Background: an optimization exercise with open tools, aiming at small area. Do not read the settings as production practice.
Function was checked by simulation only, so behaviour that the tests miss may differ from the original.
No activity file was given, so power comes from the tool's default toggle rates.

$ cat design/flow/design.v
module id_stage #(
  parameter int REGS  = 32,
  parameter int WIDTH = 32
) (
  input  logic             clk,
  input  logic             rst_n,
  input  logic [31:0]      InstrD,
  input  logic [WIDTH-1:0] PCPlus4D,
  input  logic             RegWriteW,
  input  logic [4:0]       WriteRegW,
  input  logic [WIDTH-1:0] ResultW,
  input  logic [WIDTH-1:0] ALUOutM,
  input  logic             ForwardAD,
  input  logic             ForwardBD,
  input  logic             FlushE,
  output logic [WIDTH-1:0] PCBranchD,
  output logic             PCSrcD,
  output logic [4:0]       RsD,
  output logic [4:0]       RtD,
  output logic             RegWriteE,
  output logic             MemtoRegE,
  output logic             MemWriteE,
  output logic             ALUSrcE,
  output logic             RegDstE,
  output logic [2:0]       ALUControlE,
  output logic [WIDTH-1:0] RD1E,
  output logic [WIDTH-1:0] RD2E,
  output logic [WIDTH-1:0] SignImmE,
  output logic [4:0]       RsE,
  output logic [4:0]       RtE,
  output logic [4:0]       RdE
);
  localparam int N = REGS - 1;   
  logic [N*WIDTH-1:0] rf_q;       
  logic [N*WIDTH-1:0] rf_d;
  logic [N-1:0]       vld_q;      
  logic [N-1:0]       we, wen;
  logic [N:0]         sel1, sel2;  
  logic [5:0]       opcode, funct;
  logic [4:0]       rs, rt;
  logic             reg_write, mem_to_reg, mem_write, alu_src, reg_dst, branch, jump;
  logic [2:0]       alu_ctrl;
  logic [WIDTH-1:0] rd1, rd2, cmp_a, cmp_b;
  logic             byp1, byp2;
  logic             equal_d;
  assign opcode = InstrD[31:26];
  assign funct  = InstrD[5:0];
  assign rs     = InstrD[25:21];
  assign rt     = InstrD[20:16];
  assign RsD    = rs;
  assign RtD    = rt;
  assign byp1 = RegWriteW && (WriteRegW == rs) && (rs != 5'd0);
  assign byp2 = RegWriteW && (WriteRegW == rt) && (rt != 5'd0);
  always_comb begin
    for (int k = 1; k < REGS; k++) begin
      we[k-1]   = RegWriteW && (WriteRegW == k);
      wen[k-1]  = !(RegWriteW && (WriteRegW == k));
      sel1[k-1] = (rs == k) && vld_q[k-1] && !byp1;
      sel2[k-1] = (rt == k) && vld_q[k-1] && !byp2;
    end
    sel1[N] = byp1;
    sel2[N] = byp2;
  end
  always_ff @(posedge clk or negedge rst_n) begin
    if (!rst_n) vld_q <= '0;
    else        vld_q <= vld_q | we;
  end
  for (genvar k = 0; k < N; k++) begin : g_reg
    for (genvar b = 0; b < WIDTH; b++) begin : g_bit
      id_hold u_hold (.we(we[k]), .wen(wen[k]), .r(ResultW[b]), .q(rf_q[k*WIDTH+b]), .d(rf_d[k*WIDTH+b]));
    end
  end
  always_ff @(posedge clk) rf_q <= rf_d;
  id_rdport #(.N(N), .WIDTH(WIDTH)) u_rd1 (.sel(sel1), .r(ResultW), .q(rf_q), .y(rd1));
  id_rdport #(.N(N), .WIDTH(WIDTH)) u_rd2 (.sel(sel2), .r(ResultW), .q(rf_q), .y(rd2));
  always_comb begin
    reg_write  = 1'b0;
    mem_to_reg = 1'b0;
    mem_write  = 1'b0;
    alu_src    = 1'b0;
    reg_dst    = 1'b0;
    branch     = 1'b0;
    jump       = 1'b0;
    alu_ctrl   = 3'b000;
    case (opcode)
      6'b000000: begin
        reg_write = 1'b1;
        reg_dst   = 1'b1;
        case (funct)
          6'b100000: alu_ctrl = 3'b010;
          6'b100010: alu_ctrl = 3'b110;
          6'b100100: alu_ctrl = 3'b000;
          6'b100101: alu_ctrl = 3'b001;
          6'b101010: alu_ctrl = 3'b111;
          default: begin
            reg_write = 1'b0;
            reg_dst   = 1'b0;
          end
        endcase
      end
      6'b100011: begin
        reg_write  = 1'b1;
        mem_to_reg = 1'b1;
        alu_src    = 1'b1;
        alu_ctrl   = 3'b010;
      end
      6'b101011: begin
        mem_write = 1'b1;
        alu_src   = 1'b1;
        alu_ctrl  = 3'b010;
      end
      6'b001000: begin
        reg_write = 1'b1;
        alu_src   = 1'b1;
        alu_ctrl  = 3'b010;
      end
      6'b000100: begin
        branch   = 1'b1;
        alu_ctrl = 3'b110;
      end
      6'b000010: jump = 1'b1;
      default: ;
    endcase
  end
  assign cmp_a   = ForwardAD ? ALUOutM : rd1;
  assign cmp_b   = ForwardBD ? ALUOutM : rd2;
  assign equal_d = (cmp_a == cmp_b);
  assign PCSrcD  = (branch & equal_d) | jump;
  assign PCBranchD = jump ? {PCPlus4D[WIDTH-1:28], InstrD[25:0], 2'b00}
                          : PCPlus4D + {{(WIDTH-18){InstrD[15]}}, InstrD[15:0], 2'b00};
  logic [15:0] simm_q;
  always_ff @(posedge clk or negedge rst_n) begin
    if (!rst_n) begin
      RegWriteE   <= 1'b0;
      MemtoRegE   <= 1'b0;
      MemWriteE   <= 1'b0;
      ALUSrcE     <= 1'b0;
      RegDstE     <= 1'b0;
      ALUControlE <= 3'b000;
      RD1E        <= '0;
      RD2E        <= '0;
      simm_q      <= '0;
      RsE         <= '0;
      RtE         <= '0;
    end else if (FlushE) begin
      RegWriteE   <= 1'b0;
      MemtoRegE   <= 1'b0;
      MemWriteE   <= 1'b0;
      ALUSrcE     <= 1'b0;
      RegDstE     <= 1'b0;
      ALUControlE <= 3'b000;
      RD1E        <= '0;
      RD2E        <= '0;
      simm_q      <= '0;
      RsE         <= '0;
      RtE         <= '0;
    end else begin
      RegWriteE   <= reg_write;
      MemtoRegE   <= mem_to_reg;
      MemWriteE   <= mem_write;
      ALUSrcE     <= alu_src;
      RegDstE     <= reg_dst;
      ALUControlE <= alu_ctrl;
      RD1E        <= rd1;
      RD2E        <= rd2;
      simm_q      <= InstrD[15:0];
      RsE         <= rs;
      RtE         <= rt;
    end
  end
  assign SignImmE = {{(WIDTH-16){simm_q[15]}}, simm_q};
  assign RdE      = simm_q[15:11];
endmodule
module id_hold (
  input  logic we,
  input  logic wen,
  input  logic r,
  input  logic q,
  output logic d
);
  assign d = (we & r) | (wen & q);
endmodule
module id_aoi222 (
  input  logic [2:0] s,
  input  logic [2:0] q,
  output logic       yn
);
  assign yn = !((s[0] & q[0]) | (s[1] & q[1]) | (s[2] & q[2]));
endmodule
module id_aoi22 (
  input  logic [1:0] s,
  input  logic [1:0] q,
  output logic       yn
);
  assign yn = !((s[0] & q[0]) | (s[1] & q[1]));
endmodule
module id_rdbit #(
  parameter int M = 32
) (
  input  logic [M-1:0] s,
  input  logic [M-1:0] q,
  output logic         y
);
  localparam int G3 = M / 3;
  localparam int R  = M % 3;
  localparam int G  = G3 + (R != 0 ? 1 : 0);
  logic [G-1:0] yn;
  for (genvar g = 0; g < G3; g++) begin : g_aoi
    id_aoi222 u_aoi (.s(s[3*g +: 3]), .q(q[3*g +: 3]), .yn(yn[g]));
  end
  if (R == 2) begin : g_r2
    id_aoi22 u_aoi (.s(s[3*G3 +: 2]), .q(q[3*G3 +: 2]), .yn(yn[G3]));
  end else if (R == 1) begin : g_r1
    assign yn[G3] = !(s[M-1] & q[M-1]);
  end
  assign y = !(&yn);
endmodule
module id_rdport #(
  parameter int N     = 31,
  parameter int WIDTH = 32
) (
  input  logic [N:0]         sel,
  input  logic [WIDTH-1:0]   r,
  input  logic [N*WIDTH-1:0] q,
  output logic [WIDTH-1:0]   y
);
  for (genvar b = 0; b < WIDTH; b++) begin : g_bit
    logic [N:0] qb;
    for (genvar k = 0; k < N; k++) begin : g_k
      assign qb[k] = q[k*WIDTH+b];
    end
    assign qb[N] = r[b];
    id_rdbit #(.M(N+1)) u_bit (.s(sel), .q(qb), .y(y[b]));
  end
endmodule
$ cat design/flow/run.sh
#!/bin/bash
# synth_recipe.tcl (not shown) runs the flow's synth.tcl, then flattens the netlist and writes it again
# the make line also repeats each setting of config.mk as NAME=value (left out here)
make -C /OpenROAD-flow-scripts/flow DESIGN_CONFIG=/design/flow/config.mk WORK_HOME=/design/flow/orfs CLKGATE_MAP_FILE= SYNTH_SCRIPT=/design/flow/synth_recipe.tcl finish
$ cat design/flow/config.mk
export PLATFORM = sky130hd
export DESIGN_NAME = id_stage
export DESIGN_NICKNAME = id_stage
export VERILOG_FILES = /design/flow/design.v
export SDC_FILE = /design/flow/constraint.sdc
export NUM_CORES = 4
export LEC_CHECK = 0
export CAP_MARGIN = 20
export CORE_MARGIN = 2
export CORE_UTILIZATION = 55
export SETUP_SLACK_MARGIN = 0.3
export SLEW_MARGIN = 20
export SYNTH_HIERARCHICAL = 1
export SYNTH_MINIMUM_KEEP_SIZE = 0
$ cat design/flow/constraint.sdc
create_clock -name core_clock -period 9.0 [get_ports {clk}]
set_input_delay 1.8000 -clock core_clock [delete_from_list [all_inputs] [get_ports {clk}]]
set_output_delay 1.8000 -clock core_clock [all_outputs]
set_load 0.01 [all_outputs]
==> summary.txt, run 1 <==
Synth
  • Netlist cell types: 58
  • Post-synth ARST share: 11.5%
  • Sequential-to-total area share from yosys stat: between 50% and 60%
  • Mapped Cells: 3946
  • Post-synth EDFFs: 0
  • Main synth FF type: dfxtp_1
  • Synth Warn #: 7
  • Netlist Area Pre-Place: 46000 um2
  • Mean Syn Cell Area: 11.6 um2
  • Synth Register Bits: 1121

Die
  • Num ports: 301
  • Core box area: 83200 um2
  • Initial core utilization: 55.3%
  • Die area: 85900 um2
  • FP Rows: 106
  • Die width: 293 um
  • Die Ht: 293 um

Cells and area
  • Most frequent cells in the layout: a22o_1, dfxtp_1, a222oi_1, buf_4, clkdlybuf4s50_1
  • Final instance area: 59900 um2
  • Layout cells sized above 1: 19.4%
  • Final core utilization: 72.0%
  • Area Overhead vs Synth: 30.3%
  • Nets: 5039

Power
  • LEAKAGE: ~25 nW
  • Final Total Pwr: 14.2 mW
  • Peak VDD IR: approximately 190 uV
  • Power per cell area: ~240 nW/um2

Detailed routing
  • Post-DR wirelength/cell: 36.4 um
  • Initial DRC Count: 11430
  • Detail-routed via count per cell: 8.06
  • Drt total wl: 221000 um
  • First-pass DRT Iterations: 15
  • Vias: 48816
  • Antenna-violating nets left: 0
  • DRC viols: 0

Placement
  • Dpl hpwl: 144000 um
  • Place WS: -974 ps
  • PortBufs: 300
  • Placed cell area: 55100 um2
  • Placer congestion estimate: 1.07

Clock network
  • Root Buffer Master: clkbuf_16
  • Worst-path clk slew: 60 ps
  • Clk sinks: 1121
  • CTS tree: done
  • Longest Clk Path Bufs: 3
  • Total CTS buffers: 113
  • Clock latency on the worst-skew pair: 730 ps
  • H-tree Lvls: 3

STA
  • Setup TNS: 0 ps
  • Normalized max-slew margin: between 10% and 20%
  • Final Critical Period: 8840 ps
  • Worst-Margin Slew: around 1200 ps
  • Skew final: 57.5 ps
  • Final worst slack: 165 ps
  • Period Utilization, post-route: 98.2%
  • Max Slew Vio Count: 0
  • Setup violations, final: 0
  • RSZ-0062 raised after global routing: false
  • Max Fclk: 113 MHz
  • Fin. Hold Viols: 0

Critical path
  • Crit end category: output pin
  • Arrival @ worst endpoint: 7040 ps
  • Worst setup path category: in -> out
  • Startpoint types: input pin
  • CP required: a little over 7000 ps
  • Worst-path fanout max: 6

Global route
  • Remaining global-route overflow: 0
  • Total track usage: between 40% and 50%
  • First-pass GRT wire length: 313000 um
  • Number of global-route vias before repair: 45232
  • Initial antenna violation count: 14
  • Largest net degree at the start of global routing: 73

Outcome
  • Outcome: timing/DRC/antenna clean

Worst hold path
  • HP Class: reg -> reg

Run
  • Max cap viols: 0
modules after synthesis, one instance, submodules excluded, a selection:
module,cell area (um2),cells
id_hold,8.76,1
id_aoi22,12.5,1
id_aoi222,10.0,1
id_stage,28500,1994
cell families (layout without fill, tap and decap cells):
logic type      count (synthesis)  after routing  share of synthesized area (%)
xor+xnor                       79             79                           1.51
other cells                     0              7                              0
compound gates               1869           1869                           36.9
buf+inv                       121           1142                           1.31
simple gates                  695            697                           8.54
mux                            31             31                          0.675
flops                        1121           1121                           50.2
fa+ha+maj                      30             30                          0.833
state kept, by name (all words and copies together), names as in the netlist, 3 cells and up:
register / count
rf_q: 992
RD2E: 32
RtE: 5
RsE: 5
vld_q: 31
ALUControlE: 3
simm_q: 16
RD1E: 32
worst paths after layout:
| kind | start | to | slack [ps] | depth (start not counted) |
|---|---|---|---|---|
| min in group asynchronous | rst_n | RD2E[11] | 1080 | 1 |
| setup / recovery | InstrD[18] | PCSrcD | 160 | 20 |
| setup reg to reg | vld_q[12] | RD1E[28] | 6030 | 8 |
| max in group asynchronous | rst_n | MemWriteE | 6460 | 2 |
| hold / removal | vld_q[28] | vld_q[28] | 490 | 1 |
| hold reg to reg | vld_q[28] | vld_q[28] | 490 | 1 |
per-layer routing:
metal / wire length, um / track usage (%) / part of all wire (%) / vias up
met5: 242 / 0 / 0.11 / -
met2: 86900 / 67.9 / 39 / 4989
met4: 19200 / 34.2 / 8.7 / 10
li1: - / - / - / 19357
met1: 77800 / 63.7 / 35 / 23389
met3: 36600 / 16.9 / 17 / 1071
layout make-up:
class | count | area [um2]
multi-input cells | 2706 | 22800
flip-flops and latches | 1121 | 23100
diodes | 7 | 17.5
clock buffers | 154 | 3280
well taps | 1080 | 1350
repair buffers | 881 | 8220
inverters | 47 | 176
clock inverters | 60 | 897
fillers | 6109 | 23300
cells in the mapped netlist (42+ instances only):
library cell,number,area share [%]
nand3_1,75,0.82
a222oi_1,641,14
dfrtp_1,129,7.0
a22oi_2,64,1.7
a22o_1,992,19
nand4_1,142,1.9
nor2_1,62,0.51
nand2_1,77,0.63
a21oi_1,62,0.68
xor2_1,42,0.80
inv_1,47,0.38
and3_1,76,1.0
nor2b_1,112,1.5
or3_1,64,0.87
dfxtp_1,992,43
per-stage QoR:
stage / hold WS (ps) / std cells
after floorplan: 440 / 3946
after global placement: 454 / 5821
after detailed placement: 458 / 5821
after CTS: 477 / 6041
after global routing: 506 / 6052
final: 486 / 6056
critical path: stages:
cell and delay (ps):
dlymetal6s2s_1 200, xor2_2 220, nor4_4 350, buf_4 200, a21o_4 160, nor3_1 70
and3_1 220, buf_12 160, a222oi_1 490, nand4_1 350, or3_4 490, mux2i_4 170
xor2_2 260, nand4_1 140, nor4_2 340, a21oi_1 130, or4_4 580, o31ai_4 380
buf_4 180, buf_6 90
repair_timing:
action | CTS | global route
pin swaps | 51 | 54
hold buffers | 0 | 0
cloned | 2 | 1
setup buffers | 4 | 7
setup endpoints to repair | 1 | 1
endpoints found under the hold margin | 0 | 0
gates resized for setup | 80 | 50
power breakdown:
| part | internal, mW | switching [mW] |
|---|---|---|
| registers | 5.92 | 0.801 |
| clock network | 3.11 | 2.14 |
| logic | 1.17 | 1.05 |
==> inputs of run 2 (changes only) <==
--- a/design/flow/design.v
+++ b/design/flow/design.v
@@ -35,13 +35,12 @@
   logic [N*WIDTH-1:0] rf_d;
   logic [N-1:0]       vld_q;      
   logic [N-1:0]       we, wen;
-  logic [N:0]         sel1, sel2;  
+  logic [N-1:0]       sel1, sel2;
   logic [5:0]       opcode, funct;
   logic [4:0]       rs, rt;
   logic             reg_write, mem_to_reg, mem_write, alu_src, reg_dst, branch, jump;
   logic [2:0]       alu_ctrl;
   logic [WIDTH-1:0] rd1, rd2, cmp_a, cmp_b;
-  logic             byp1, byp2;
   logic             equal_d;
   assign opcode = InstrD[31:26];
   assign funct  = InstrD[5:0];
@@ -49,17 +48,13 @@
   assign rt     = InstrD[20:16];
   assign RsD    = rs;
   assign RtD    = rt;
-  assign byp1 = RegWriteW && (WriteRegW == rs) && (rs != 5'd0);
-  assign byp2 = RegWriteW && (WriteRegW == rt) && (rt != 5'd0);
   always_comb begin
     for (int k = 1; k < REGS; k++) begin
       we[k-1]   = RegWriteW && (WriteRegW == k);
       wen[k-1]  = !(RegWriteW && (WriteRegW == k));
-      sel1[k-1] = (rs == k) && vld_q[k-1] && !byp1;
-      sel2[k-1] = (rt == k) && vld_q[k-1] && !byp2;
-    end
-    sel1[N] = byp1;
-    sel2[N] = byp2;
+      sel1[k-1] = (rs == k) && (vld_q[k-1] || we[k-1]);
+      sel2[k-1] = (rt == k) && (vld_q[k-1] || we[k-1]);
+    end
   end
   always_ff @(posedge clk or negedge rst_n) begin
     if (!rst_n) vld_q <= '0;
@@ -71,8 +66,8 @@
     end
   end
   always_ff @(posedge clk) rf_q <= rf_d;
-  id_rdport #(.N(N), .WIDTH(WIDTH)) u_rd1 (.sel(sel1), .r(ResultW), .q(rf_q), .y(rd1));
-  id_rdport #(.N(N), .WIDTH(WIDTH)) u_rd2 (.sel(sel2), .r(ResultW), .q(rf_q), .y(rd2));
+  id_rdport #(.N(N), .WIDTH(WIDTH)) u_rd1 (.sel(sel1), .q(rf_d), .y(rd1));
+  id_rdport #(.N(N), .WIDTH(WIDTH)) u_rd2 (.sel(sel2), .q(rf_d), .y(rd2));
   always_comb begin
     reg_write  = 1'b0;
     mem_to_reg = 1'b0;
@@ -219,17 +214,15 @@
   parameter int N     = 31,
   parameter int WIDTH = 32
 ) (
-  input  logic [N:0]         sel,
-  input  logic [WIDTH-1:0]   r,
+  input  logic [N-1:0]       sel,
   input  logic [N*WIDTH-1:0] q,
   output logic [WIDTH-1:0]   y
 );
   for (genvar b = 0; b < WIDTH; b++) begin : g_bit
-    logic [N:0] qb;
+    logic [N-1:0] qb;
     for (genvar k = 0; k < N; k++) begin : g_k
       assign qb[k] = q[k*WIDTH+b];
     end
-    assign qb[N] = r[b];
-    id_rdbit #(.M(N+1)) u_bit (.s(sel), .q(qb), .y(y[b]));
-  end
-endmodule
+    id_rdbit #(.M(N)) u_bit (.s(sel), .q(qb), .y(y[b]));
+  end
+endmodule
==> design/flow/flow/run.sh (new file) <==
#!/bin/bash
# The standard layout, except that the port buffers are sky130_fd_sc_hd__buf_2 rather than
# the delay buffer buffer_ports picks on its own. Every port still gets its buffer.
set -euo pipefail
echo 'export BUFFER_PORTS_ARGS = -buffer_cell sky130_fd_sc_hd__buf_2' >> config.mk
bash standard.sh synth > synth.log 2>&1
bash standard.sh > layout.log 2>&1
==> design/flow/standard.sh (new file) <==
#!/bin/bash
# synth_recipe.tcl (not shown) runs the flow's synth.tcl, then flattens the netlist and writes it again
# the make line also repeats each setting of config.mk as NAME=value (left out here)
make -C /OpenROAD-flow-scripts/flow DESIGN_CONFIG=/design/flow/config.mk WORK_HOME=/design/flow/orfs CLKGATE_MAP_FILE= SYNTH_SCRIPT=/design/flow/synth_recipe.tcl "${@:-finish}"
--- a/design/flow/config.mk
+++ b/design/flow/config.mk
@@ -7,8 +7,10 @@
 export LEC_CHECK = 0
 export CAP_MARGIN = 20
 export CORE_MARGIN = 2
-export CORE_UTILIZATION = 55
+export CORE_UTILIZATION = 50
+export CTS_BUF_LIST = sky130_fd_sc_hd__clkbuf_8
 export SETUP_SLACK_MARGIN = 0.3
 export SLEW_MARGIN = 20
 export SYNTH_HIERARCHICAL = 1
 export SYNTH_MINIMUM_KEEP_SIZE = 0
+export BUFFER_PORTS_ARGS = -buffer_cell sky130_fd_sc_hd__buf_2
removed: design/flow/run.sh
==> run 2 against run 1 <==
Compared with the run above:
- sequential power shrank 8.6%
- global-route usage shrank 4.7 points
- routed wire length shrank 2.6%
- core utilization shrank 12 points
- clock skew grew 9.1 ps
- highest routed layer unchanged
- worst setup slack gained 140 ps
- clock power shrank 13%
==> summary.txt, run 2 <==
Outcome
  • Outcome: timing/DRC/antenna clean

Synth
  • Post-synth ARST share: 11.5% (unchanged)
  • Mux cell area share after synthesis: 0.644% (-0.031 points)
  • Top cell type's share of synthesized area: 44.1% (+0.87 points)
  • Mapped Cells: 3861 (-2.2%)
  • Main synth FF type: dfxtp_1
  • Netlist Area Pre-Place: 45100 um2 (-2.0%)
  • Sequential-to-total area share from yosys stat: 51.2% (+1.0 points)
  • Synth cell count leaders: a22o_1, dfxtp_1, a222oi_1
  • Synth Warn #: 7 (unchanged)
  • Synth Area in Compound Gates: 37.2% (+0.31 points)
  • Post-synth EDFFs: 0 (unchanged)
  • Synth Register Bits: 1121 (unchanged)
  • Post-synthesis xor/xnor area fraction: 1.48% (-0.028 points)
  • Adder-cell area share of the yosys netlist: 0.850% (+0.017 points)
  • Combinational family with the most area after synthesis: compound AO/OA/AOI/OAI gates
  • Mean Syn Cell Area: 11.7 um2 (+0.19%)
  • Netlist cell types: 70 (+21%)
  • Simple-gate portion of the synthesized area: 6.98% (-1.6 points)
  • Top-count cell post-synth: a22o_1
  • Top area cells in the synthesized netlist: dfxtp_1, a22o_1, a222oi_1
  • Yosys top cell by area: dfxtp_1

Critical path
  • Worst reg2reg startpoint: vld_q[21]
  • Worst setup path category: in -> out
  • CP top delay family: simple AND/OR/NAND/NOR gates
  • WP buf/inv: 4 (-1)
  • Critical Path Most Common Cell: nand2_1
  • CP required: 7200 ps (about the same)
  • Crit-path slowest cell: a2111o_1
  • Crit-path max cell delay: 650 ps (+70 ps)
  • Worst-path fanout max: 32 (+26)
  • Arrival @ worst endpoint: 6890 ps (-150 ps)
  • Crit end category: output pin
  • CP Cell Sequence: buf_2 > nand2_1 > nor2_1 > nand2_1 > buf_4 > a22o_1 > a222oi_1 > nand4_1 > a2111o_1 > mux2i_1 > xnor2_1 > nor4_2 > nand4_1 > o41ai_1 > nand3_1 > buf_4 > nand2_1 > buf_2
  • Startpoint types: input pin
  • Crit path from: RegWriteW

STA
  • Fin. Hold Viols: 0 (unchanged)
  • Normalized max-slew margin: 24.8% (+7.4 points)
  • Setup TNS: 0 ps (unchanged)
  • Setup violations, final: 0 (unchanged)
  • Period Utilization, post-route: 96.6% (-1.6 points)
  • Final Critical Period: 8690 ps (-143 ps)
  • Final worst slack: 308 ps (+143 ps)
  • Max Fclk: 115 MHz (+1.6%)
  • Skew final: 66.6 ps (+9.10 ps)
  • RSZ-0062 raised after global routing: false
  • Max Slew Vio Count: 0 (unchanged)
  • Worst-Margin Slew: 1120 ps (-107 ps)

Clock network
  • Clk sinks: 1121 (unchanged)
  • Longest Clk Path Bufs: 3 (unchanged)
  • Clock latency on the worst-skew pair: 930 ps (+200 ps)
  • Total CTS buffers: 182 (+61%)
  • Worst-path clk slew: 60 ps (about the same)
  • Root Buffer Master: clkbuf_8
  • CTS tree: done
  • H-tree Lvls: 4 (+1)

Global route
  • First-pass GRT wire length: 303000 um (-3.3%)
  • Largest net degree at the start of global routing: 70 (-4.1%)
  • Total track usage: 44.3% (-4.7 points)
  • Number of global-route vias before repair: 42187 (-6.7%)
  • Remaining global-route overflow: 0 (unchanged)
  • Initial antenna violation count: 20 (+6)

Die
  • Num ports: 301 (unchanged)
  • Core box area: 89600 um2 (+7.7%)
  • Die width: 304 um (+3.8%)
  • Initial core utilization: 50.3% (-5.0 points)
  • Die area: 92500 um2 (+7.7%)
  • FP Rows: 110 (+3.8%)
  • Die Ht: 304 um (+3.8%)

Cells and area
  • Largest registers: rf_q: 992 flops, RD1E: 32 flops, RD2E: 32 flops
  • Largest Register: rf_q
  • Multi-input gate area: 21800 um2 (-4.4%)
  • Nets: 4611 (-8.5%)
  • Most frequent cells in the layout: a22o_1, dfxtp_1, a222oi_1, buf_2, clkbuf_8
  • Largest register FFs: 992 (unchanged)
  • Commonest non-fill, non-tap cell in the layout: a22o_1
  • Layout cells sized above 1: 17.9% (-1.5 points)
  • Fillers: 7569 (+24%)
  • Area Overhead vs Synth: 18.5%
  • Register Area: 23100 um2 (unchanged)
  • Final core utilization: 59.6% (-12 points)

Placement
  • Place WS: 347 ps (+1320 ps)
  • Placer congestion estimate: 0.984 (-7.8%)
  • PortBufs: 300 (unchanged)
  • Dpl hpwl: 130000 um (-9.9%)

Power
  • Sequential power share: 46.6% (-0.7 points)
  • Peak VDD IR: 174 uV (-6.6%)
  • LEAKAGE: 23.4 nW (-8.1%)
  • Clock share of power: 34.7% (-2.3 points)
  • Int Pwr: 9.24 mW (-9.5%)
  • NetSw: 3.94 mW (-1.5%)
  • Sw Share: 29.9% (+1.7 points)
  • Power per cell area: 247 nW/um2 (+4.0%)
  • Gate power share: 18.7% (+3.0 points)

Detailed routing
  • Drt total wl: 215000 um (-2.6%)
  • Initial DRC Count: 8922 (-22%)
  • DRC viols: 0 (unchanged)
  • Vias: 44794 (-8.2%)
  • Antenna-violating nets left: 0 (unchanged)
  • First-pass DRT Iterations: 14 (-1)
  • Post-DR wirelength/cell: 37.2 um (+2.0%)
  • Detail-routed via count per cell: 7.75 (-3.9%)

Worst hold path
  • Worst Hold Launch: vld_q[22]
  • HP Class: reg -> reg

Run
  • Max cap viols: 0 (unchanged)
==> run 2: worst register-to-register path, cell delays in order, from the launching register on <==
cell	delay, ps
dfrtp_1	370
nor2_1	350
nor3_4	200
a222oi_1	660
nand4_1	560
a2111o_1	660
buf_4	190
nor2b_1	140
==> run 2: worst paths after layout <==
kind | slack (ps) | endpoint | depth (start not counted)
setup / recovery | 310 | PCSrcD | 18
hold / removal | 470 | vld_q[22] | 2
setup reg to reg | 5700 | RD2E[4] | 7
hold reg to reg | 470 | vld_q[22] | 2
max in group asynchronous | 6560 | simm_q[14] | 2
min in group asynchronous | 890 | RD1E[26] | 1
==> run 2: cells by family (layout without fill, tap and decap cells) <==
logic type / after synthesis / in the layout
AND/OR/NAND/NOR: 606 / 606
buffers and inverters: 154 / 890
multiplexers: 29 / 29
other: 0 / 8
AO/OA/AOI/OAI: 1845 / 1845
flip-flops: 1121 / 1121
adder cells (fa/ha/maj): 30 / 30
XOR/XNOR: 76 / 76
==> run 2: cell type report <==
cell class	count	area share, %
multi-input cells	2586	40.9
inverters	84	0.604
well taps	1176	2.76
clock inverters	111	1.16
diodes	8	0.0375
repair buffers	467	5.44
flip-flops and latches	1121	43.2
clock buffers	228	5.88
==> run 2: power by group through the flow <==
stage | combinational [mW] | sequential [mW] | clock, mW
detailed placement | 2.33 | 6.23 | 0
global placement | 2.31 | 6.22 | 0
global route | 2.58 | 6.21 | 4.80
finish | 2.47 | 6.14 | 4.57
CTS | 2.35 | 6.13 | 4.57
floorplan | 1.53 | 6.20 | 0
==> run 2: Yosys stat by module, one instance, submodules excluded, excerpt <==
module | cells inside | flip-flops and latches | area (um2) | copies in the design
id_aoi222 | 1 | 0 | 10.0 | 640
id_hold | 1 | 0 | 8.76 | 992
id_stage | 1973 | 1121 | 28200 | 1
==> run 2: stage by stage <==
stage               total power, mW  cells  hold slack [ps]  instance area [um2]
global placement               8.53   5418              460                49400
floorplan                      7.72   3861              428                45200
CTS                            13.1   5759              482                53200
detailed placement             8.56   5420              465                49400
global route                   13.6   5778              497                53400
finish                         13.2   5781              473                53400
==> run 2: what timing repair did <==
item                                    in CTS  in global routing
buffers inserted                             0                 14
hold endpoints to repair                     0                  0
pin swaps                                    1                 23
resized for setup                            0                 31
endpoints found under the setup margin       1                  1
hold buffers                                 0                  0
==> run 2: metal layers <==
metal	part of all wire [%]	global-route usage [%]	wire length, um
met2	41	62.8	88500
met3	14	15.3	31100
met1	37	57.2	80300
met4	7.0	28.6	15000
met5	0.041	0.0517	88
==> inputs of run 3 (changes only) <==
--- a/design/flow/config.mk
+++ b/design/flow/config.mk
@@ -7,9 +7,11 @@
 export LEC_CHECK = 0
 export CAP_MARGIN = 20
 export CORE_MARGIN = 2
-export CORE_UTILIZATION = 50
-export CTS_BUF_LIST = sky130_fd_sc_hd__clkbuf_8
-export SETUP_SLACK_MARGIN = 0.3
+export CORE_UTILIZATION = 55
+export CTS_BUF_LIST = sky130_fd_sc_hd__clkbuf_16
+export CTS_CLUSTER_DIAMETER = 80
+export CTS_CLUSTER_SIZE = 24
+export SETUP_SLACK_MARGIN = 0.2
 export SLEW_MARGIN = 20
 export SYNTH_HIERARCHICAL = 1
 export SYNTH_MINIMUM_KEEP_SIZE = 0
==> run 3 against run 2 <==
Compared with the run above:
- clock-buffer cell count down 172
- routed wire length down 5.7%
- worst hold slack better by 11 ps
- sequential share of layout area rose by 2.0 points
- critical path type unchanged
- worst setup slack worse by 76 ps
- critical endpoint unchanged
- still clean on timing, DRC and antenna
- total power shrank 13%
- core utilization rose by 3.5 points
==> summary.txt, run 3 <==
Synth
  • Netlist Area Pre-Place: 45100 um2 (unchanged)
  • Synth cell count leaders: a22o_1, dfxtp_1, a222oi_1
  • Yosys top cell by area: dfxtp_1
  • Top-count cell post-synth: a22o_1
  • Combinational family with the most area after synthesis: compound AO/OA/AOI/OAI gates
  • Simple-gate portion of the synthesized area: 6.98% (unchanged)
  • Post-synth EDFFs: 0 (unchanged)
  • Top area cells in the synthesized netlist: dfxtp_1, a22o_1, a222oi_1
  • Mux cell area share after synthesis: 0.644% (unchanged)
  • Post-synth ARST share: 11.5% (unchanged)
  • Mapped Cells: 3861 (unchanged)
  • Mean Syn Cell Area: 11.7 um2 (unchanged)
  • Top cell type's share of synthesized area: 44.1% (unchanged)
  • Netlist cell types: 70 (unchanged)
  • Adder-cell area share of the yosys netlist: 0.850% (unchanged)
  • Post-synthesis xor/xnor area fraction: 1.48% (unchanged)
  • Synth Warn #: 7 (unchanged)
  • Main synth FF type: dfxtp_1
  • Synth Area in Compound Gates: 37.2% (unchanged)
  • Synth Register Bits: 1121 (unchanged)
  • Sequential-to-total area share from yosys stat: 51.2% (unchanged)

Clock network
  • CTS resizes: 0 (unchanged)
  • Clk sinks: 1121 (unchanged)
  • CTS tree: done
  • Root Buffer Master: clkbuf_16
  • Worst-path clk slew: 90 ps (+30 ps)
  • H-tree Lvls: 2 (-2)
  • Longest Clk Path Bufs: 3 (unchanged)
  • Clock latency on the worst-skew pair: 690 ps (-240 ps)
  • Total CTS buffers: 55 (-70%)
  • Post-CTS setup buffer count: 0 (unchanged)
  • Hold-fix buffers at CTS: 0 (unchanged)

Detailed routing
  • DRC viols: 0 (unchanged)
  • Drt total wl: 203000 um (-5.7%)
  • Post-DR wirelength/cell: 37.5 um (+0.75%)
  • Antenna-violating nets left: 0 (unchanged)
  • Initial DRC Count: 10079 (+13%)
  • Detail-routed via count per cell: 8.15 (+5.2%)
  • First-pass DRT Iterations: 12 (-2)
  • Vias: 44130 (-1.5%)

Critical path
  • Worst setup path category: in -> out
  • Critical path depth: 19 (+1)
  • Worst reg2reg startpoint: vld_q[27]
  • CP required: 7200 ps (about the same)
  • Crit end category: output pin
  • Startpoint types: input pin
  • Crit-path max cell delay: 590 ps (-60 ps)
  • Crit-path slowest cell: a2111o_1
  • Crit path from: WriteRegW[1]
  • R2R Path End: RD1E[27]
  • WP buf/inv: 5 (+1)
  • R2R cell count: 7 (unchanged)
  • R2R Setup Slk: 5380 ps (-320 ps)
  • CP top delay family: simple AND/OR/NAND/NOR gates
  • Crit path capture: PCSrcD
  • Worst-path fanout max: 32 (unchanged)
  • Arrival @ worst endpoint: 6970 ps (+80 ps)
  • CP Cell Sequence: buf_2 > nand2b_1 > nor3_1 > nand2_1 > buf_4 > inv_1 > nor2_1 > nor3_2 > buf_12 > a222oi_1 > nand2_1 > a2111o_1 > xnor2_1 > nor4_1 > nand4_1 > o41ai_1 > nand3_2 > nand2_1 > buf_2
  • Critical Path Most Common Cell: nand2_1

Die
  • Core box area: 80800 um2 (-9.8%)
  • Die Ht: 290 um (-4.6%)
  • Die area: 84200 um2 (-9.0%)
  • Die width: 290 um (-4.6%)
  • FP Rows: 104 (-5.5%)
  • Num ports: 301 (unchanged)
  • Initial core utilization: 55.8% (+5.5 points)

Placement
  • PortBufs: 300 (unchanged)
  • Dpl hpwl: 127000 um (-2.0%)
  • Placer congestion estimate: 1.00 (+1.9%)

Cells and area
  • Nets: 4489 (-2.6%)
  • Largest register FFs: 992 (unchanged)
  • Largest registers: rf_q: 992 flops, RD1E: 32 flops, RD2E: 32 flops
  • Most frequent cells in the layout: a22o_1, dfxtp_1, a222oi_1, buf_2, buf_4
  • Area Overhead vs Synth: 13.2%
  • Largest Register: rf_q
  • Layout cells sized above 1: 14.2% (-3.7 points)
  • Commonest non-fill, non-tap cell in the layout: a22o_1

STA
  • Skew final: 25.3 ps (-41.4 ps)
  • Setup TNS: 0 ps (unchanged)
  • Hold Slack: 484 ps (+10.9 ps)
  • Worst-Margin Slew: 1220 ps (+97.1 ps)
  • Final Critical Period: 8770 ps (+75.8 ps)
  • Max Slew Vio Count: 0 (unchanged)
  • Max Fclk: 114 MHz (-0.86%)
  • Setup violations, final: 0 (unchanged)
  • RSZ-0062 raised after global routing: false
  • Fin. Hold Viols: 0 (unchanged)
  • Normalized max-slew margin: 18.3% (-6.5 points)
  • Period Utilization, post-route: 97.4% (+0.84 points)

Outcome
  • Outcome: timing/DRC/antenna clean

Global route
  • Met2 usage: 65.7% (+2.8 points)
  • First-pass GRT wire length: 287000 um (-5.1%)
  • Remaining global-route overflow: 0 (unchanged)
  • Grt peak-use layer: met2
  • Total track usage: 45.5% (+1.3 points)
  • Number of global-route vias before repair: 40142 (-4.8%)
  • Initial antenna violation count: 14 (-30%)
  • Met3 Usage GRT: 15.1% (-0.16 points)
  • Met1 Usage GRT: 59.9% (+2.7 points)
  • Largest net degree at the start of global routing: 69 (-1.4%)

Power
  • Final Total Pwr: 11.4 mW (-13%)
  • Peak VDD IR: 190 uV (+8.9%)
  • Power per cell area: 224 nW/um2 (-9.3%)
  • LEAKAGE: 22.0 nW (-6.0%)

Worst hold path
  • HP Class: reg -> reg

Run
  • Max cap viols: 0 (unchanged)
## run 3: cell count changes in the layout (fill, tap and decap cells not counted), moves of 7 or more
cell	before	now
nor3_2	38	48
clkbuf_8	228	0
clkbuf_16	0	56
nor3_4	10	0
inv_8	8	1
inv_1	165	97
nor2_1	76	88
nor2_2	11	0
## run 3: where the power goes
part / switching (mW) / internal (mW)
Clock: 1.70 / 1.15
Sequential: 0.242 / 5.89
Combinational: 1.50 / 0.945
## run 3: cell families after synthesis
group / count (synthesis)
mux: 29
flops: 1121
simple gates: 606
xor+xnor: 76
buf+inv: 154
compound gates: 1845
fa+ha+maj: 30
## run 3: cell type report
class	instances	area (um2)
Sequential cell	1121	23100
Clock inverter	26	173
Clock buffer	56	1400
Tap cell	1060	1330
Timing Repair Buffer	472	2990
Fill cell	6613	29800
Multi-Input combinational cell	2586	21700
Antenna cell	7	17.5
Inverter	84	315
## run 3: layer usage
metal,share of wire (%),vias up
li1,-,17946
met1,37,21447
met2,41,3972
met3,15,755
met4,7.1,10
met5,0.034,-
## run 3: worst min path at each step
stage          startpoint         to  cells after the start
6_report        vld_q[17]  vld_q[17]                      2
5_1_grt          vld_q[5]   vld_q[5]                      2
3_3_place_gp     vld_q[5]   vld_q[5]                      2
2_1_floorplan   vld_q[30]  vld_q[30]                      2
4_1_cts         vld_q[29]  vld_q[29]                      2
3_5_place_dp    vld_q[29]  vld_q[29]                      2
## run 3: worst reg2reg max path, stage by stage (launching register included)
cell      delay [ps]
dfrtp_1          380
nor2_1           360
nor4_4            70
buf_4            310
a222oi_1         660
nand4_1          790
a2111o_1         740
nor2b_1          180
## run 3: metrics by stage
step                      cell area (um2)  setup WS [ps]  instances  util (%)
after floorplan                     45100            206       3861         -
after global placement              49400            506       5323      61.2
after detailed placement            49400            453       5323      61.2
after CTS                           51000            427       5405      63.1
after global routing                51000            219       5408      63.1
final                               51000            232       5412      63.1
## run 3: modules after synthesis, one instance, submodules excluded, excerpt
module     cells  flip-flops and latches  cell area, um2  times used
id_hold        1                       0            8.76         992
id_aoi222      1                       0            10.0         640
id_stage    1973                    1121           28200           1
==> inputs of run 4 (changes only) <==
--- a/design/flow/design.v
+++ b/design/flow/design.v
@@ -121,8 +121,9 @@
   assign cmp_b   = ForwardBD ? ALUOutM : rd2;
   assign equal_d = (cmp_a == cmp_b);
   assign PCSrcD  = (branch & equal_d) | jump;
-  assign PCBranchD = jump ? {PCPlus4D[WIDTH-1:28], InstrD[25:0], 2'b00}
-                          : PCPlus4D + {{(WIDTH-18){InstrD[15]}}, InstrD[15:0], 2'b00};
+  logic [29:0] pc_sum;
+  id_pcadd u_pcadd (.pc(PCPlus4D[31:2]), .imm(InstrD[15:0]), .sum(pc_sum));
+  assign PCBranchD = jump ? {PCPlus4D[WIDTH-1:28], InstrD[25:0], 2'b00} : {pc_sum, PCPlus4D[1:0]};
   logic [15:0] simm_q;
   always_ff @(posedge clk or negedge rst_n) begin
     if (!rst_n) begin
@@ -226,3 +227,39 @@
     id_rdbit #(.M(N)) u_bit (.s(sel), .q(qb), .y(y[b]));
   end
 endmodule
+module id_rca8 (
+  input  logic [7:0] a,
+  input  logic [7:0] b,
+  input  logic       ci,
+  output logic [7:0] s,
+  output logic       co
+);
+  logic [8:0] c;
+  assign c[0] = ci;
+  for (genvar i = 0; i < 8; i++) begin : g_bit
+    assign s[i]   = a[i] ^ b[i] ^ c[i];
+    assign c[i+1] = (a[i] & b[i]) | (c[i] & (a[i] ^ b[i]));
+  end
+  assign co = c[8];
+endmodule
+module id_pcadd (
+  input  logic [29:0] pc,
+  input  logic [15:0] imm,
+  output logic [29:0] sum
+);
+  logic        c8, c16a, c16b, c16, cu;
+  logic [7:0]  s1a, s1b;
+  logic [13:0] pu, pre;
+  id_rca8 u_lo  (.a(pc[7:0]),  .b(imm[7:0]),  .ci(1'b0), .s(sum[7:0]), .co(c8));
+  id_rca8 u_hi0 (.a(pc[15:8]), .b(imm[15:8]), .ci(1'b0), .s(s1a),      .co(c16a));
+  id_rca8 u_hi1 (.a(pc[15:8]), .b(imm[15:8]), .ci(1'b1), .s(s1b),      .co(c16b));
+  assign sum[15:8] = c8 ? s1b : s1a;
+  assign c16       = c8 ? c16b : c16a;
+  assign cu        = c16 ^ imm[15];
+  assign pu        = pc[29:16] ^ {14{imm[15]}};
+  assign pre[0]    = 1'b1;
+  for (genvar i = 1; i < 14; i++) begin : g_pre
+    assign pre[i] = pre[i-1] & pu[i-1];
+  end
+  assign sum[29:16] = pc[29:16] ^ ({14{cu}} & pre);
+endmodule
==> run 4 against run 3 <==
Compared with the run above:
- still clean
- routed wire length is 3.3% higher
- first-iteration DRC count grew 2.5%
- non-clock buffer count shrank 1
- global-route usage grew 2.5 points
- cell count fell by 2.5%
- critical path depth is 2 higher
==> summary.txt, run 4 <==
Cells and area
  • Largest register FFs: 992 (unchanged)
  • Largest registers: rf_q: 992 flops, RD1E: 32 flops, RD2E: 32 flops
  • Final core utilization: 62.8% (-0.31 points)
  • Layout cells sized above 1: 15.5% (+1.2 points)
  • Nets: 4351 (-3.1%)
  • Most frequent cells in the layout: a22o_1, dfxtp_1, a222oi_1, buf_2, buf_4
  • Largest Register: rf_q
  • Area Overhead vs Synth: 13.1% (about the same)

Clock network
  • H-tree Lvls: 2 (unchanged)
  • CTS tree: done
  • Longest Clk Path Bufs: 3 (unchanged)
  • Clk sinks: 1121 (unchanged)
  • Total CTS buffers: 54 (-1.8%)
  • CTS resizes: 0 (unchanged)
  • Root Buffer Master: clkbuf_16
  • Worst-path clk slew: 90 ps (about the same)
  • Hold-fix buffers at CTS: 0 (unchanged)
  • Clock latency on the worst-skew pair: 700 ps (about the same)
  • Post-CTS setup buffer count: 0 (unchanged)

Synth
  • Top area cells in the synthesized netlist: dfxtp_1, a22o_1, a222oi_1
  • Main synth FF type: dfxtp_1
  • Synth Register Bits: 1121 (unchanged)
  • Mean Syn Cell Area: 12.0 um2 (+2.9%)
  • Yosys top cell by area: dfxtp_1
  • Synth cell count leaders: a22o_1, dfxtp_1, a222oi_1
  • Synth Warn #: 7 (unchanged)
  • Netlist Area Pre-Place: 44700 um2 (-0.73%)
  • Post-synth ARST share: 11.5% (unchanged)
  • Netlist cell types: 54 (-23%)
  • Post-synth EDFFs: 0 (unchanged)
  • Top cell type's share of synthesized area: 44.4% (+0.32 points)
  • Mapped Cells: 3725 (-3.5%)
  • Sequential-to-total area share from yosys stat: 51.6% (+0.38 points)

Critical path
  • CP Cell Sequence: buf_2 > nand2b_1 > nor2_1 > buf_4 > nand2_1 > buf_12 > inv_1 > nor2_1 > nor3_2 > buf_4 > buf_4 > a222oi_1 > nand4_1 > a2111o_1 > xnor2_1 > a21oi_1 > nand4_1 > o41ai_2 > nand3_1 > o21ai_1 > buf_2
  • Crit-path max cell delay: 640 ps (+50 ps)
  • Critical Path Most Common Cell: buf_4
  • Crit end category: output pin
  • CP required: 7200 ps (about the same)
  • Crit path from: WriteRegW[1]
  • Startpoint types: input pin
  • Worst reg2reg startpoint: vld_q[24]
  • Worst setup path category: in -> out
  • Worst-path fanout max: 33 (+3.1%)
  • Arrival @ worst endpoint: 6710 ps (-260 ps)
  • Crit-path slowest cell: a2111o_1

Outcome
  • Outcome: timing/DRC/antenna clean

STA
  • Final Critical Period: 8510 ps (-260 ps)
  • Final worst slack: 493 ps (+260 ps)
  • Setup violations, final: 0 (unchanged)
  • Setup TNS: 0 ps (unchanged)
  • Fin. Hold Viols: 0 (unchanged)
  • Skew final: 49.2 ps (+24.0 ps)
  • Period Utilization, post-route: 94.5% (-2.9 points)
  • Max Fclk: 118 MHz (+3.1%)
  • Normalized max-slew margin: 18.8% (+0.50 points)
  • Hold Slack: 490 ps (+6.30 ps)
  • Worst-Margin Slew: 1210 ps (-5.01 ps)
  • RSZ-0062 raised after global routing: false
  • Max Slew Vio Count: 0 (unchanged)

Die
  • Die area: 83600 um2 (-0.72%)
  • Die width: 289 um (-0.36%)
  • FP Rows: 104 (unchanged)
  • Num ports: 301 (unchanged)
  • Initial core utilization: 55.5% (-0.23 points)
  • Core box area: 80500 um2 (-0.32%)
  • Die Ht: 289 um (-0.36%)

Power
  • Gate power share: 21.2% (-0.2 points)
  • Peak VDD IR: 188 uV (-0.54%)
  • LEAKAGE: 21.9 nW (-0.61%)
  • Final Total Pwr: 11.4 mW (-0.50%)
  • Sequential power share: 54.1% (+0.4 points)
  • Sw Share: 30.1% (-0.083 points)
  • NetSw: 3.42 mW (-0.78%)
  • Power per cell area: 225 nW/um2 (+0.31%)
  • Int Pwr: 7.95 mW (-0.38%)
  • Clock share of power: 24.7% (-0.3 points)

Placement
  • Placer congestion estimate: 1.02 (+2.0%)
  • Place WS: 671 ps (+218 ps)
  • Dpl hpwl: 131000 um (+2.6%)
  • PortBufs: 300 (unchanged)

Global route
  • Initial antenna violation count: 10 (-4)
  • First-pass GRT wire length: 297000 um (+3.3%)
  • Remaining global-route overflow: 0 (unchanged)
  • Total track usage: 48.0% (+2.5 points)
  • Number of global-route vias before repair: 42604 (+6.1%)
  • Largest net degree at the start of global routing: 75 (+8.7%)

Detailed routing
  • Detail-routed via count per cell: 8.43 (+3.4%)
  • DRC viols: 0 (unchanged)
  • Drt total wl: 209000 um (+3.3%)
  • Antenna-violating nets left: 0 (unchanged)
  • Initial DRC Count: 10336 (+2.5%)
  • Vias: 44464 (+0.76%)
  • First-pass DRT Iterations: 17 (+5)
  • Post-DR wirelength/cell: 39.7 um (+6.0%)

Run
  • Max cap viols: 0 (unchanged)

Worst hold path
  • HP Class: reg -> reg
  • Worst Hold Launch: vld_q[28]
run 4: area by class of cell:
type,count,area (um2)
Timing Repair Buffer,471,2910
Multi-Input combinational cell,2444,21400
Sequential cell,1121,23100
Antenna cell,5,12.5
Clock inverter,24,176
Clock buffer,54,1350
Fill cell,6389,29900
Inverter,96,360
Tap cell,1060,1330
run 4: worst paths after layout:
path,to,slack [ps],cells past startpoint
worst min register to register,vld_q[28],490,2
min in group asynchronous,RsE[4],1140,1
worst max register to register,RD2E[8],5620,8
worst min-delay path,vld_q[28],490,2
worst max-delay path,PCSrcD,490,21
max in group asynchronous,RD1E[15],6390,2
run 4: kinds of logic (layout without fill, tap and decap cells):
group / after synthesis / after routing / synth area share (%)
mux: 73 / 73 / 1.82
xor+xnor: 68 / 68 / 1.33
other cells: 2 / 8 / 0.0168
flops: 1121 / 1121 / 51.6
simple gates: 539 / 539 / 6.53
fa+ha+maj: 24 / 24 / 1.07
buf+inv: 161 / 645 / 1.66
compound gates: 1737 / 1737 / 35.9
run 4: through the flow:
stage,instance area (um2),std cells
6_report,50600,5275
5_1_grt,50600,5271
3_3_place_gp,49000,5191
4_1_cts,50600,5269
3_5_place_dp,49000,5191
2_1_floorplan,44800,3726
run 4: per-module statistics from Yosys, one instance, submodules excluded, excerpt:
module / cell area, um2 / copies in the design
id_rca8: 198 / 3
id_hold: 8.76 / 992
id_aoi222: 10.0 / 640
id_pcadd: 572 / 1
id_stage: 26700 / 1
run 4: metal layers:
layer / wire length [um] / global-route usage [%] / vias to the layer above / part of all wire (%)
met1: 71900 / 59.0 / 21708 / 34
met3: 33400 / 19.1 / 1035 / 16
met2: 86800 / 69.9 / 4341 / 41
li1: - / - / 17374 / -
met4: 17300 / 31.5 / 6 / 8.3
met5: 35 / 0 / - / 0.017
run 4: power by group through the flow:
stage	sequential, mW	clock, mW	combinational (mW)
2_1_floorplan	6.20	0	1.48
3_3_place_gp	6.23	0	2.16
3_5_place_dp	6.25	0	2.27
4_1_cts	6.14	2.79	2.30
5_1_grt	6.22	2.96	2.51
6_report	6.15	2.81	2.41
run 4: critical path, delay by kind of cell:
family                    cells  cell delay (ps)
AOI/OAI and AO/OA             5             1680
xor gates and xnor gates      1              190
buffers and inverters         7             1360
and+or+nand+nor               8             1640
==> inputs of run 5 (changes only) <==
--- a/design/flow/design.v
+++ b/design/flow/design.v
@@ -124,48 +124,32 @@
   logic [29:0] pc_sum;
   id_pcadd u_pcadd (.pc(PCPlus4D[31:2]), .imm(InstrD[15:0]), .sum(pc_sum));
   assign PCBranchD = jump ? {PCPlus4D[WIDTH-1:28], InstrD[25:0], 2'b00} : {pc_sum, PCPlus4D[1:0]};
+  logic        e_vld;
+  logic [7:0]  ctl_q;
+  logic [WIDTH-1:0] rd1_q, rd2_q;
   logic [15:0] simm_q;
+  logic [4:0]  rs_q, rt_q;
   always_ff @(posedge clk or negedge rst_n) begin
-    if (!rst_n) begin
-      RegWriteE   <= 1'b0;
-      MemtoRegE   <= 1'b0;
-      MemWriteE   <= 1'b0;
-      ALUSrcE     <= 1'b0;
-      RegDstE     <= 1'b0;
-      ALUControlE <= 3'b000;
-      RD1E        <= '0;
-      RD2E        <= '0;
-      simm_q      <= '0;
-      RsE         <= '0;
-      RtE         <= '0;
-    end else if (FlushE) begin
-      RegWriteE   <= 1'b0;
-      MemtoRegE   <= 1'b0;
-      MemWriteE   <= 1'b0;
-      ALUSrcE     <= 1'b0;
-      RegDstE     <= 1'b0;
-      ALUControlE <= 3'b000;
-      RD1E        <= '0;
-      RD2E        <= '0;
-      simm_q      <= '0;
-      RsE         <= '0;
-      RtE         <= '0;
-    end else begin
-      RegWriteE   <= reg_write;
-      MemtoRegE   <= mem_to_reg;
-      MemWriteE   <= mem_write;
-      ALUSrcE     <= alu_src;
-      RegDstE     <= reg_dst;
-      ALUControlE <= alu_ctrl;
-      RD1E        <= rd1;
-      RD2E        <= rd2;
-      simm_q      <= InstrD[15:0];
-      RsE         <= rs;
-      RtE         <= rt;
-    end
-  end
-  assign SignImmE = {{(WIDTH-16){simm_q[15]}}, simm_q};
-  assign RdE      = simm_q[15:11];
+    if (!rst_n) e_vld <= 1'b0;
+    else        e_vld <= !FlushE;
+  end
+  always_ff @(posedge clk) begin
+    ctl_q  <= {reg_write, mem_to_reg, mem_write, alu_src, reg_dst, alu_ctrl};
+    rd1_q  <= rd1;
+    rd2_q  <= rd2;
+    simm_q <= InstrD[15:0];
+    rs_q   <= rs;
+    rt_q   <= rt;
+  end
+  logic [15:0] simm_e;
+  assign {RegWriteE, MemtoRegE, MemWriteE, ALUSrcE, RegDstE, ALUControlE} = ctl_q & {8{e_vld}};
+  assign RD1E     = rd1_q & {WIDTH{e_vld}};
+  assign RD2E     = rd2_q & {WIDTH{e_vld}};
+  assign simm_e   = simm_q & {16{e_vld}};
+  assign SignImmE = {{(WIDTH-16){simm_e[15]}}, simm_e};
+  assign RdE      = simm_e[15:11];
+  assign RsE      = rs_q & {5{e_vld}};
+  assign RtE      = rt_q & {5{e_vld}};
 endmodule
 module id_hold (
   input  logic we,
==> design/flow/flow/run.sh (replaced) <==
#!/bin/bash
# The standard layout, except that the port buffers are sky130_fd_sc_hd__buf_1 rather than
# the delay buffer buffer_ports picks on its own. Every port still gets its buffer.
set -euo pipefail
echo 'export BUFFER_PORTS_ARGS = -buffer_cell sky130_fd_sc_hd__buf_1' >> config.mk
bash standard.sh synth > synth.log 2>&1
bash standard.sh > layout.log 2>&1
--- a/design/flow/config.mk
+++ b/design/flow/config.mk
@@ -15,4 +15,4 @@
 export SLEW_MARGIN = 20
 export SYNTH_HIERARCHICAL = 1
 export SYNTH_MINIMUM_KEEP_SIZE = 0
-export BUFFER_PORTS_ARGS = -buffer_cell sky130_fd_sc_hd__buf_2
+export BUFFER_PORTS_ARGS = -buffer_cell sky130_fd_sc_hd__buf_1
==> run 5 against run 4 <==
Compared with the run above:
- still clean on timing, DRC and antenna
- register-to-register slack worse by 130 ps
- clock power barely moved
- non-clock buffer count up 41
- clock-buffer cell count is 1 higher
- combinational power about the same
- via count is 0.82% higher
- die area decreased by 0.86%
- highest routed layer unchanged
==> summary.txt, run 5 <==
Global route
  • First-pass GRT wire length: 300000 um (+1.2%)
  • Initial antenna violation count: 8 (-2)
  • Total track usage: 49.3% (+1.2 points)
  • Remaining global-route overflow: 0 (unchanged)
  • Number of global-route vias before repair: 42235 (-0.87%)
  • Largest net degree at the start of global routing: 99 (+32%)

STA
  • Setup TNS: 0 ps (unchanged)
  • Fin. Hold Viols: 0 (unchanged)
  • Setup violations, final: 0 (unchanged)
  • Max Slew Vio Count: 0 (unchanged)
  • Skew final: 31.1 ps (-18.2 ps)
  • Period Utilization, post-route: 98.9% (+4.4 points)
  • Hold Slack: 487 ps (-3.11 ps)
  • Max Fclk: 112 MHz (-4.4%)
  • Final Critical Period: 8900 ps (+393 ps)
  • Normalized max-slew margin: 22.9% (+4.1 points)
  • RSZ-0062 raised after global routing: false
  • Worst-Margin Slew: 1160 ps (-55.3 ps)

Cells and area
  • Commonest non-fill, non-tap cell in the layout: dfxtp_1
  • Nets: 4411 (+1.4%)
  • Layout cells sized above 1: 9.31% (-6.2 points)
  • Fillers: 6443 (+0.85%)
  • Largest registers: rf_q: 992 flops, rd1_q: 32 flops, rd2_q: 32 flops
  • Area Overhead vs Synth: 12.9%
  • Largest Register: rf_q
  • Final core utilization: 62.4% (-0.40 points)
  • Largest register FFs: 992 (unchanged)
  • Most frequent cells in the layout: dfxtp_1, a22o_1, a222oi_1, buf_1, buf_4

Critical path
  • Crit-path slowest cell: nand4_1
  • Critical Path Most Common Cell: nand2_1
  • Worst setup path category: in -> out
  • CP Cell Sequence: buf_1 > nand2_1 > nor3_1 > nand2_1 > buf_6 > inv_1 > nor2_1 > nor3_4 > buf_4 > a222oi_1 > nand4_1 > a2111o_1 > xnor2_1 > nor4_2 > nand2_1 > a221o_1 > o31ai_2 > buf_1
  • R2R Setup Slk: 5490 ps (-130 ps)
  • Critical path depth: 18 (-14%)
  • Crit end category: output pin
  • Worst-path fanout max: 33 (unchanged)
  • Worst reg2reg startpoint: vld_q[13]
  • Crit-path max cell delay: 780 ps (+140 ps)
  • Arrival @ worst endpoint: 7100 ps (+390 ps)
  • Crit path capture: PCSrcD
  • Crit path from: RegWriteW
  • R2R Path End: rd2_q[27]
  • CP top delay family: simple AND/OR/NAND/NOR gates
  • CP required: 7200 ps (about the same)
  • WP buf/inv: 5 (-2)
  • Startpoint types: input pin
  • R2R cell count: 7 (-1)

Clock network
  • Worst-path clk slew: 100 ps (about the same)
  • Clock latency on the worst-skew pair: 680 ps (-20 ps)
  • Hold-fix buffers at CTS: 0 (unchanged)
  • Root Buffer Master: clkbuf_16
  • CTS tree: done
  • Total CTS buffers: 54 (unchanged)
  • H-tree Lvls: 2 (unchanged)
  • Clk sinks: 1122 (+0.089%)
  • Longest Clk Path Bufs: 3 (unchanged)

Synth
  • Main synth FF type: dfxtp_1
  • Top-count cell post-synth: dfxtp_1
  • Sequential-to-total area share from yosys stat: 51.0% (-0.60 points)
  • Top area cells in the synthesized netlist: dfxtp_1, a22o_1, a222oi_1
  • Netlist Area Pre-Place: 44300 um2 (-0.87%)
  • Mapped Cells: 3739 (+0.38%)
  • Mean Syn Cell Area: 11.9 um2 (-1.2%)
  • Top cell type's share of synthesized area: 49.2% (+4.8 points)
  • Netlist cell types: 63 (+17%)
  • Yosys top cell by area: dfxtp_1
  • Synth Warn #: 7 (unchanged)
  • Synth cell count leaders: dfxtp_1, a22o_1, a222oi_1
  • Post-synth ARST share: 2.85% (-8.7 points)
  • Post-synth EDFFs: 0 (unchanged)
  • Synth Register Bits: 1122 (+0.089%)

Detailed routing
  • Post-DR wirelength/cell: 40.2 um (+1.3%)
  • Drt total wl: 214000 um (+2.3%)
  • First-pass DRT Iterations: 15 (-2)
  • DRC viols: 0 (unchanged)
  • Detail-routed via count per cell: 8.41 (-0.20%)
  • Initial DRC Count: 10517 (+1.8%)
  • Vias: 44830 (+0.82%)
  • Antenna-violating nets left: 0 (unchanged)

Die
  • Die area: 82900 um2 (-0.86%)
  • Core box area: 80200 um2 (-0.48%)
  • Initial core utilization: 55.3% (-0.22 points)
  • Die width: 288 um (-0.43%)
  • Die Ht: 288 um (-0.43%)
  • Num ports: 301 (unchanged)
  • FP Rows: 104 (unchanged)

Power
  • LEAKAGE: 20.6 nW (-5.7%)
  • Power per cell area: 228 nW/um2 (+1.5%)
  • Peak VDD IR: 165 uV (-12%)

Worst hold path
  • HP Class: reg -> reg

Placement
  • Placer congestion estimate: 1.03 (+1.0%)
  • PortBufs: 300 (unchanged)
  • Dpl hpwl: 132000 um (+1.1%)

Outcome
  • Outcome: timing/DRC/antenna clean

Run
  • Max cap viols: 0 (unchanged)
run 5: Yosys stat by module, one instance, submodules excluded, a selection:
module	cell area [um2]	cells	flip-flops and latches	copies in the design
id_stage	26300	1729	1122	1
id_pcadd	572	68	0	1
id_rca8	198	18	0	3
id_aoi222	10.0	1	0	640
id_hold	8.76	1	0	992
run 5: worst min path at each step:
| stage | endpoint | cells after the start | from |
|---|---|---|---|
| 5_1_grt | vld_q[20] | 2 | vld_q[20] |
| 2_1_floorplan | vld_q[30] | 2 | vld_q[30] |
| 4_1_cts | vld_q[8] | 2 | vld_q[8] |
| 6_report | vld_q[8] | 2 | vld_q[8] |
| 3_5_place_dp | vld_q[8] | 2 | vld_q[8] |
| 3_3_place_gp | vld_q[20] | 2 | vld_q[20] |
run 5: worst reg2reg max path, delay by kind of cell, from the launching register on:
family / cells / cell delay [ps]
compound gates: 2 / 1570
simple gates: 3 / 1000
buf+inv: 2 / 490
flops: 1 / 380
run 5: report_power, final:
group          total, mW  switching, mW  internal [mW]
Clock               2.81           1.67           1.14
Sequential          6.20          0.277           5.92
Combinational       2.41           1.50          0.913
Total               11.4           3.44           7.97
run 5: metrics by stage:
stage                     cell area [um2]  instances  worst slack [ps]  total power [mW]
after global routing                50000       5325               222              11.7
final                               50000       5329              99.7              11.4
after CTS                           49900       5317               387              11.2
after floorplan                     44400       3740               225              7.71
after detailed placement            48400       5244               428              8.56
after global placement              48400       5244               497              8.44
run 5: cell families (layout without fill, tap and decap cells):
logic type      Yosys count  after routing  synth area share (%)
buf+inv                 174            699                  1.80
xor+xnor                 73             73                  1.44
simple gates            538            538                  6.60
other cells               2              7                0.0169
mux                      62             62                  1.59
flops                  1122           1122                  51.0
compound gates         1744           1744                  36.4
fa+ha+maj                24             24                  1.08
run 5: routing by layer:
metal / track usage [%] / wire length, um
met2: 69.0 / 85900
met1: 61.7 / 73200
met5: 1.10 / 183
met3: 19.0 / 35500
met4: 35.5 / 19300
run 5: cell type report:
type                            count  area, um2  share of cell area [%]
Sequential cell                  1122      22600                    45.2
Antenna cell                        4       10.0                  0.0200
Inverter                          114        435                   0.870
Clock buffer                       55       1380                    2.75
Clock inverter                     18        136                   0.273
Tap cell                         1060       1330                    2.65
Multi-Input combinational cell   2444      21300                    42.6
Timing Repair Buffer              512       2800                    5.60
run 5: timing repair:
action | in CTS | in global routing
gates resized for setup | 0 | 15
endpoints found under the setup margin | 0 | 1
buffers inserted | 0 | 8
==> inputs of run 6 (changes only) <==
--- a/design/flow/config.mk
+++ b/design/flow/config.mk
@@ -11,7 +11,7 @@
 export CTS_BUF_LIST = sky130_fd_sc_hd__clkbuf_16
 export CTS_CLUSTER_DIAMETER = 80
 export CTS_CLUSTER_SIZE = 24
-export SETUP_SLACK_MARGIN = 0.2
+export SETUP_SLACK_MARGIN = 0.4
 export SLEW_MARGIN = 20
 export SYNTH_HIERARCHICAL = 1
 export SYNTH_MINIMUM_KEEP_SIZE = 0
==> run 6 against run 5 <==
Compared with the run above:
- critical path type unchanged
- die area unchanged
- core utilization up 0.17 points
- largest cell class unchanged
- sequential share of layout area down 0.12 points
- routed wire length down 3.2%
==> summary.txt, run 6 <==
Outcome
  • Outcome: timing/DRC/antenna clean

Cells and area
  • Commonest non-fill, non-tap cell in the layout: dfxtp_1
  • Fillers: 6464 (+0.33%)
  • Nets: 4386 (-0.57%)
  • Largest registers: rf_q: 992 flops, rd1_q: 32 flops, rd2_q: 32 flops
  • Layout cells sized above 1: 8.93% (-0.38 points)
  • Most frequent cells in the layout: dfxtp_1, a22o_1, a222oi_1, buf_1, buf_4
  • Largest register FFs: 992 (unchanged)
  • Area Overhead vs Synth: 13.2%

Critical path
  • R2R Setup Slk: 5700 ps (+210 ps)
  • Worst-path fanout max: 32 (-3.0%)
  • Arrival @ worst endpoint: 6930 ps (-170 ps)
  • Worst setup path category: in -> out
  • R2R cell count: 6 (-1)
  • Crit-path max cell delay: 750 ps (-30 ps)

STA
  • Final Critical Period: 8730 ps (-166 ps)
  • Worst-Margin Slew: 1150 ps (-7.48 ps)
  • Max Fclk: 114 MHz (+1.9%)
  • Max Slew Vio Count: 0 (unchanged)
  • Normalized max-slew margin: 23.1% (+0.25 points)
  • RSZ-0062 raised after global routing: true
  • Fin. Hold Viols: 0 (unchanged)
  • Final worst slack: 265 ps (+166 ps)

Synth
  • Simple-gate portion of the synthesized area: 6.60% (unchanged)
  • Main synth FF type: dfxtp_1
  • Combinational family with the most area after synthesis: compound AO/OA/AOI/OAI gates
  • Yosys top cell by area: dfxtp_1
  • Post-synthesis xor/xnor area fraction: 1.44% (unchanged)
  • Adder-cell area share of the yosys netlist: 1.08% (unchanged)
  • Mean Syn Cell Area: 11.9 um2 (unchanged)
  • Synth cell count leaders: dfxtp_1, a22o_1, a222oi_1
  • Netlist cell types: 63 (unchanged)
  • Mapped Cells: 3739 (unchanged)
  • Mux cell area share after synthesis: 1.59% (unchanged)
  • Synth Warn #: 7 (unchanged)
  • Netlist Area Pre-Place: 44300 um2 (unchanged)
  • Synth Register Bits: 1122 (unchanged)
  • Top-count cell post-synth: dfxtp_1

Global route
  • Number of global-route vias before repair: 42428 (+0.46%)
  • Total track usage: 47.8% (-1.5 points)
  • Initial antenna violation count: 11 (+3)
  • Remaining global-route overflow: 0 (unchanged)

Power
  • LEAKAGE: 20.8 nW (+0.73%)
  • NetSw: 3.48 mW (+1.2%)
  • Int Pwr: 8.03 mW (+0.72%)
  • Peak VDD IR: 197 uV (+19%)
  • Gate power share: 21.1% (about the same)
  • Clock share of power: 25.1% (+0.5 points)
  • Power per cell area: 229 nW/um2 (+0.60%)

Run
  • Max cap viols: 0 (unchanged)

Clock network
  • Longest Clk Path Bufs: 3 (unchanged)
  • Root Buffer Master: clkbuf_16
  • Clk sinks: 1122 (unchanged)
  • Clock latency on the worst-skew pair: 680 ps (about the same)
  • Total CTS buffers: 55 (+1.9%)

Placement
  • Place WS: 559 ps (+131 ps)
  • Placer congestion estimate: 1.05 (+1.9%)

Die
  • Core box area: 80200 um2 (unchanged)
  • FP Rows: 104 (unchanged)
  • Die area: 82900 um2 (unchanged)

Detailed routing
  • Met3 wire len: 33900 um (-4.6%)
  • Detail-routed via count per cell: 8.35 (-0.75%)
  • DRC viols: 0 (unchanged)
  • WL met2: 84500 um (-1.6%)
  • Initial DRC Count: 10662 (+1.4%)
  • First-pass DRT Iterations: 15 (unchanged)
  • Post-DR wirelength/cell: 39.1 um (-2.8%)

Worst hold path
  • Worst Hold Launch: vld_q[30]
  • Hold Path Sink: vld_q[30]
  • HP Class: reg -> reg
  • Worst hold path cell count: 2 (unchanged)
-- run 6: per-stage QoR --
step / instances / hold slack (ps)
3_5_place_dp: 5221 / 472
4_1_cts: 5300 / 493
5_1_grt: 5305 / 517
6_report: 5307 / 491
2_1_floorplan: 3740 / 428
3_3_place_gp: 5221 / 470
-- run 6: logic make-up after synthesis --
group,count (synthesis)
other,2
xor gates and xnor gates,73
muxes,62
buffers and inverters,174
and+or+nand+nor,538
AOI/OAI and AO/OA,1744
DFF,1122
adders and majority gates,24
-- run 6: what timing repair did --
| item | in CTS | in global routing |
|---|---|---|
| gates resized for setup | 0 | 9 |
| setup endpoints to repair | 0 | 10 |
| setup buffers | 0 | 5 |
-- run 6: per-layer routing --
layer | vias up | track usage, %
li1 | 17485 | -
met1 | 21387 | 59.3
met2 | 4370 | 67.7
met3 | 1051 | 18.6
met4 | 18 | 33.8
met5 | - | 0
-- run 6: worst max-delay path by stage --
stage	startpoint	cells after the start	endpoint	slack, ps
floorplan	WriteRegW[1]	15	PCSrcD	400
global placement	InstrD[0]	19	PCBranchD[28]	660
detailed placement	InstrD[0]	19	PCBranchD[28]	560
CTS	InstrD[0]	19	PCBranchD[28]	530
global route	InstrD[0]	19	PCBranchD[28]	360
finish	WriteRegW[2]	15	PCSrcD	270
-- run 6: worst max-delay path: cells and delay by family --
kind	cells	cell delay, ps
buf+inv	3	710
compound gates	5	2190
xor+xnor	1	130
simple gates	5	1900
mux	1	190
-- run 6: per-module statistics from Yosys (local to each module, per instance), excerpt --
module	cell area, um2	cells	times used
id_aoi222	10.0	1	640
id_hold	8.76	1	992
id_pcadd	572	68	1
id_rca8	198	18	3
id_stage	26300	1729	1
-- run 6: power groups by stage --
stage / clock [mW] / combinational (mW) / sequential, mW
final: 2.89 / 2.43 / 6.19
after global routing: 3.06 / 2.53 / 6.26
after CTS: 2.88 / 2.31 / 6.18
after detailed placement: 0 / 2.29 / 6.29
after global placement: 0 / 2.19 / 6.26
after floorplan: 0 / 1.52 / 6.20
-- run 6: final cells by class --
cell class                 count  area (um2)  share of cell area (%)
inverter                     114         428                   0.853
clock buffer                  56        1400                    2.79
tap                         1060        1330                    2.64
multi-input combinational   2444       21600                    43.1
sequential                  1122       22600                    45.1
clock inverter                23         210                   0.419
timing repair buffer         486        2560                    5.11
antenna                        2        5.00                 0.00998

## afterwards: timing with drivers on the ports
In the flow no input, the clock included, has a driving cell. The finished layouts below were timed again as built, in two steps.
Step 1, drivers: a clkbuf_16 drives clk and a buf_2 each remaining input, both assumed.
Step 2 times the ports against the registers' clock, not the clock port: input delays grow and output delays shrink by t, the midpoint of the rising clock arrivals with the driver on.
Slacks: ideal ports / drivers / drivers and shift; pairs: ideal ports / drivers.
| run | t (ns) | setup slack, ns |
|---|---|---|
| run 1 | 0.768 | 0.165 / 0.136 / 0.136 |
| run 2 | 0.964 | 0.308 / 0.288 / 0.288 |
| run 3 | 0.744 | 0.232 / 0.209 / 0.209 |
| run 4 | 0.756 | 0.493 / 0.468 / 0.468 |
| run 5 | 0.750 | 0.100 / 0.077 / 0.077 |
| run 6 | 0.744 | 0.265 / 0.239 / 0.239 |
After both steps every run listed still meets setup and hold.
